What follows belongs to an exercise in optimizing a design on an open flow for small area, a short achievable clock period and few clock cycles per item; a production flow would make more cautious choices. The RTL was checked by simulation tests, not by an equivalence proof against the original design. Power and IR drop assume default switching activity.

Design conv_pool, start of the top module:
module conv_pool (
	input  logic        clk,
	input  logic        rst_n,
	input  logic        enable,
	input  logic [7:0]  input_data,
	output logic        busy,
	input  logic        wb_cyc,
	input  logic        wb_stb,
	input  logic        wb_we,
	input  logic [3:0]  wb_adr,
	input  logic [7:0]  wb_dat_i,
	output logic        wb_ack,
	output logic [7:0]  wb_dat_o,
	output logic        res_wen,
	output logic [1:0]  res_addr,
	output logic [31:0] res_data,
	output logic [3:0]  res_bytemask,
	output logic        done
);
	logic       ack_q;
	logic [3:0] rdat_q;
	logic [5:0] wenc [9];
	logic [3:0] bias_q;
	logic [2:0] shift_q;
	logic [3:0] rdat;
	logic       access;
	logic       wr_q;
	logic [3:0] wadr_q;
	logic [3:0] wdat_q;
	logic [5:0] wdat_enc;
	assign access = wb_cyc && wb_stb && !ack_q;
	function automatic logic [3:0] wdec(input logic [5:0] e);
		wdec = {e[5], e[3] ^ e[2], e[2], e[0]};
	endfunction
	always_comb begin
		rdat = 4'h0;
		case (wb_adr)
			4'd0: rdat = wdec(wenc[0]);
			4'd1: rdat = wdec(wenc[1]);
			4'd2: rdat = wdec(wenc[2]);
			4'd3: rdat = wdec(wenc[3]);
			4'd4: rdat = wdec(wenc[4]);
			4'd5: rdat = wdec(wenc[5]);
			4'd6: rdat = wdec(wenc[6]);
			4'd7: rdat = wdec(wenc[7]);
			4'd8: rdat = wdec(wenc[8]);
			4'd9: rdat = bias_q;
			4'd10: rdat = {1'b0, shift_q};
			default: ;
		endcase
	end
	assign wdat_enc = {wdat_q[3],
		(wdat_q[3] & ~wdat_q[2] & ~wdat_q[1]) | (~wdat_q[3] & wdat_q[2] & wdat_q[1]),
		wdat_q[2] ^ wdat_q[1],
		wdat_q[1], wdat_q[1] & ~wdat_q[0], wdat_q[0]};
	always_ff @(posedge clk) begin
		if (!rst_n) begin
			for (int i = 0; i < 9; i++) wenc[i] <= 6'd0;
			bias_q  <= 4'd0;
			shift_q <= 3'd0;
			ack_q   <= 1'b0;
			wr_q    <= 1'b0;
		end else begin
			ack_q <= access;
			wr_q  <= access && wb_we;
			if (wr_q) begin
				for (int i = 0; i < 9; i++) begin
					if (wadr_q == 4'(i)) wenc[i] <= wdat_enc;
				end
				if (wadr_q == 4'd9) bias_q <= wdat_q;
				if (wadr_q == 4'd10) shift_q <= wdat_q[2:0];
			end
		end
	end
	always_ff @(posedge clk) begin
  ...
export LEC_CHECK = 0
export ABC_AREA = 1
export CAP_MARGIN = 20
export CORE_MARGIN = 2
export CORE_UTILIZATION = 40
export CTS_BUF_LIST = sky130_fd_sc_hd__clkbuf_16
export CTS_CLUSTER_DIAMETER = 80
export CTS_CLUSTER_SIZE = 30
export SLEW_MARGIN = 20
create_clock -name core_clock -period 10.0 [get_ports {clk}]
standard.sh (not shown) runs the stock make flow with config.mk's settings and CLKGATE_MAP_FILE= SYNTH_SCRIPT=/design/flow/synth_recipe.tcl, a recipe that flattens the netlist after the stock synthesis.
==> flow/flow/run.sh <==
#!/bin/bash
# The standard layout, with timing repair aimed at a tighter setup margin
# than the 10 ns clock needs (the SDC and clock period are unchanged)
bash standard.sh SETUP_SLACK_MARGIN=6.6 finish > standard.log 2>&1
Testbench counts at the start, summed over its fixed seeds: cycles 4,416, images 64.
Then changed:
==> flow/flow/run.sh (replaced) <==
#!/bin/bash
# The standard layout, with timing repair aimed at a tighter setup margin
# than the 10 ns clock needs (the SDC and clock period are unchanged)
bash standard.sh SETUP_SLACK_MARGIN=7.0 finish > standard.log 2>&1
--- a/flow/config.mk
+++ b/flow/config.mk
@@ -10,6 +10,3 @@
 export CORE_MARGIN = 2
 export CORE_UTILIZATION = 40
-export CTS_BUF_LIST = sky130_fd_sc_hd__clkbuf_16
-export CTS_CLUSTER_DIAMETER = 80
-export CTS_CLUSTER_SIZE = 30
 export SLEW_MARGIN = 20
What happened: The new run ran to the end with no violations. Design area rises by 11%. Via count rises by 3.8%. Power rises by 20%. Non-clock buffer count rises by 60. Clock skew hardly moves. Die area is unchanged. Register-to-register slack is better by 0.11 ns. Routed wire length rises by 6.3%.
Then changed:
==> flow/flow/run.sh (replaced) <==
#!/bin/bash
# The standard layout, with timing repair aimed at a tighter setup margin
# than the 10 ns clock needs (the SDC and clock period are unchanged)
bash standard.sh SETUP_SLACK_MARGIN=6.8 finish > standard.log 2>&1
--- a/flow/config.mk
+++ b/flow/config.mk
@@ -10,3 +10,6 @@
 export CORE_MARGIN = 2
 export CORE_UTILIZATION = 40
+export CTS_BUF_LIST = sky130_fd_sc_hd__clkbuf_8
+export CTS_CLUSTER_DIAMETER = 50
+export CTS_CLUSTER_SIZE = 18
 export SLEW_MARGIN = 20
Effect:
- via count falls by 2.3%
- clock skew came out higher by 0.028 ns
- total power is lower by 17%
- count of clock-buffer cells in the layout drops by 12
- die area does not change
- cell area goes down by 8.6%
- routed wire length decreases by 4.5%
- maximum frequency hardly moves
Then changed:
==> flow/flow/run.sh (replaced) <==
#!/bin/bash
# The standard layout, with timing repair aimed at a tighter setup margin
# than the 10 ns clock needs (the SDC and clock period are unchanged)
bash standard.sh SETUP_SLACK_MARGIN=6.6 finish > standard.log 2>&1
--- a/flow/config.mk
+++ b/flow/config.mk
@@ -11,5 +11,5 @@
 export CORE_UTILIZATION = 40
 export CTS_BUF_LIST = sky130_fd_sc_hd__clkbuf_8
-export CTS_CLUSTER_DIAMETER = 50
-export CTS_CLUSTER_SIZE = 18
+export CTS_CLUSTER_DIAMETER = 60
+export CTS_CLUSTER_SIZE = 24
 export SLEW_MARGIN = 20
Result: The changed run finished clean. Die area does not change. Utilization falls by 0.53 points. Via count falls by about 1.7%. Final area falls by 1.2%. Setup slack loses 0.054 ns. Clock skew falls by 0.021 ns. Hold slack gains 0.014 ns. Critical path depth falls by 3. Sequential power hardly moves. Routed wire length falls by about 1.2%.


Starting RTL as in the previous note.
export LEC_CHECK = 0
export ABC_AREA = 1
export CAP_MARGIN = 20
export CORE_MARGIN = 2
export CORE_UTILIZATION = 40
export CTS_BUF_LIST = sky130_fd_sc_hd__clkbuf_8
export CTS_CLUSTER_DIAMETER = 50
export CTS_CLUSTER_SIZE = 18
export SLEW_MARGIN = 20
create_clock -name core_clock -period 10.0 [get_ports {clk}]
==> flow/flow/run.sh <==
#!/bin/bash
# The standard layout, with timing repair aimed at a tighter setup margin
# than the 10 ns clock needs (the SDC and clock period are unchanged)
bash standard.sh SETUP_SLACK_MARGIN=6.6 finish > standard.log 2>&1
Testbench counts at the start, summed over its fixed seeds: cycles 4,416, images 64.
Rerun with:
--- a/flow/flow/run.sh
+++ b/flow/flow/run.sh
@@ -4 +4 @@
-bash standard.sh SETUP_SLACK_MARGIN=6.6 finish > standard.log 2>&1
+bash standard.sh SETUP_SLACK_MARGIN=7.4 finish > standard.log 2>&1
Settings changed: CTS_BUF_LIST sky130_fd_sc_hd__clkbuf_8 to unset, CTS_CLUSTER_DIAMETER 50 to unset, CTS_CLUSTER_SIZE 18 to unset.
Result:
- utilization is higher by 6.4 points
- area after synthesis stays the same
- sequential power hardly moves
- global-route usage climbs by 1.4 points
- worst hold slack is worse by 0.0060 ns
- worst setup slack barely changes
- clock skew drops by 0.0091 ns
Rerun with:
==> flow/flow/run.sh (replaced) <==
#!/bin/bash
# The standard layout, with timing repair aimed at a tighter setup margin
# than the 10 ns clock needs (the SDC and clock period are unchanged), and
# plain buffers on the ports
bash standard.sh SETUP_SLACK_MARGIN=6.6 "BUFFER_PORTS_ARGS=-buffer_cell sky130_fd_sc_hd__buf_2" finish > standard.log 2>&1
Settings changed: CTS_BUF_LIST set to sky130_fd_sc_hd__clkbuf_8, CTS_CLUSTER_DIAMETER set to 50, CTS_CLUSTER_SIZE set to 18.
After rerunning: Register-to-register slack got worse by 0.02 ns; setup slack degrades by 0.018 ns; sequential power stays flat; cell area falls by roughly a tenth; synthesized cell count stays the same.
Rerun with:
==> flow/flow/run.sh (replaced) <==
#!/bin/bash
# The standard layout, with timing repair aimed at a tighter setup margin
# than the 10 ns clock needs (the SDC and clock period are unchanged)
bash standard.sh SETUP_SLACK_MARGIN=6.6 finish > standard.log 2>&1
Settings changed: CORE_UTILIZATION 40 to 65, CTS_BUF_LIST sky130_fd_sc_hd__clkbuf_8 to unset, CTS_CLUSTER_DIAMETER 50 to unset, CTS_CLUSTER_SIZE 18 to unset.
=> The new run completed with no timing, DRC or antenna violations. Cell area grows slightly. Worst hold slack hardly moves. Wire length went up slightly. Setup slack got worse by 0.057 ns. Flip-flop and latch count is unchanged. Core utilization went up by 29 points.


== T ==
Starting RTL as in the previous note.
Settings: LEC_CHECK=0, ABC_AREA=1, CAP_MARGIN=20, CORE_MARGIN=2, CORE_UTILIZATION=40, SLEW_MARGIN=20; clock period 10.0 ns.
==> flow/flow/run.sh <==
#!/bin/bash
# The standard layout, with timing repair aimed at a tighter setup margin
# than the 10 ns clock needs (the SDC and clock period are unchanged)
bash standard.sh SETUP_SLACK_MARGIN=6.6 finish > standard.log 2>&1
T reached the end of the flow, and the finished layout is clean on the timing, DRC and antenna checks.
Testbench counts of T, summed over its fixed seeds: cycles 4,416, images 64.
Here is what was changed in the inputs of P compared with T.
==> flow/run.sh (new file) <==
#!/bin/bash
# synth_recipe.tcl (not shown) runs the flow's synth.tcl, then flattens the netlist and writes it again
# the make line also repeats each setting of config.mk as NAME=value (left out here)
make -C /OpenROAD-flow-scripts/flow DESIGN_CONFIG=/design/flow/config.mk WORK_HOME=/design/flow/orfs CLKGATE_MAP_FILE= SYNTH_SCRIPT=/design/flow/synth_recipe.tcl finish
removed: flow/flow/run.sh
removed: flow/standard.sh
### Flow results
Met3 routing resource usage after global routing delta (T -> P): insignificant. Minimum clock period: P and T compared, higher one is P. Of P and T, P shows the higher peak per-stage delay on the critical path, with T below it.

[static timing again, ports no longer ideal]
No port has a modelled driver above. Below, the same layouts with a new extraction and two added sets of constraints. Step 1: set_driving_cell puts a clkbuf_16 on clk and a buf_2 on each other input, an assumption about the parent block. Step 2 adds t to the input delays and takes it off the output delays; t is the mean of the earliest and latest rising clock arrival at the registers after step 1. Input paths then give back, and output paths get back, about the clock's delay inside the block. a / b / c = ideal ports / drivers / drivers and shift; a / b = the first two.
| run | t, ns | setup slack, ns | worst slew at a driven data input, ns | pins driven straight from the clock port |
|---|---|---|---|---|
| the first run of note 1 | 0.611 | 6.656 / 6.656 / 6.159 | 0.07 | 1 |
| the second run of note 1 | 0.602 | 6.765 / 6.765 / 6.402 | 0.07 | 1 |
| the third run of note 1 | 0.673 | 6.761 / 6.746 / 6.135 | 0.07 | 1 |
| the fourth run of note 1 | 0.661 | 6.707 / 6.667 / 6.142 | 0.07 | 1 |
| the first run of note 2 | 0.649 | 6.713 / 6.671 / 6.144 | 0.07 | 1 |
| the second run of note 2 | 0.607 | 6.714 / 6.714 / 6.714 | 0.07 | 1 |
| the third run of note 2 | 0.661 | 6.696 / 6.696 / 6.500 | 0.08 | 1 |
| the fourth run of note 2 | 0.579 | 6.639 / 6.585 / 6.270 | 0.07 | 1 |
| T | 0.599 | 6.654 / 6.681 / 6.083 | 0.07 | 1 |
| P | 0.597 | 6.027 / 6.027 / 6.027 | 0.07 | 1 |
After both steps setup and hold are still met in every run listed. For the third run of note 1, which loses most, drivers alone change the setup slack by -0.015 ns; drivers and shift together by -0.626 ns.
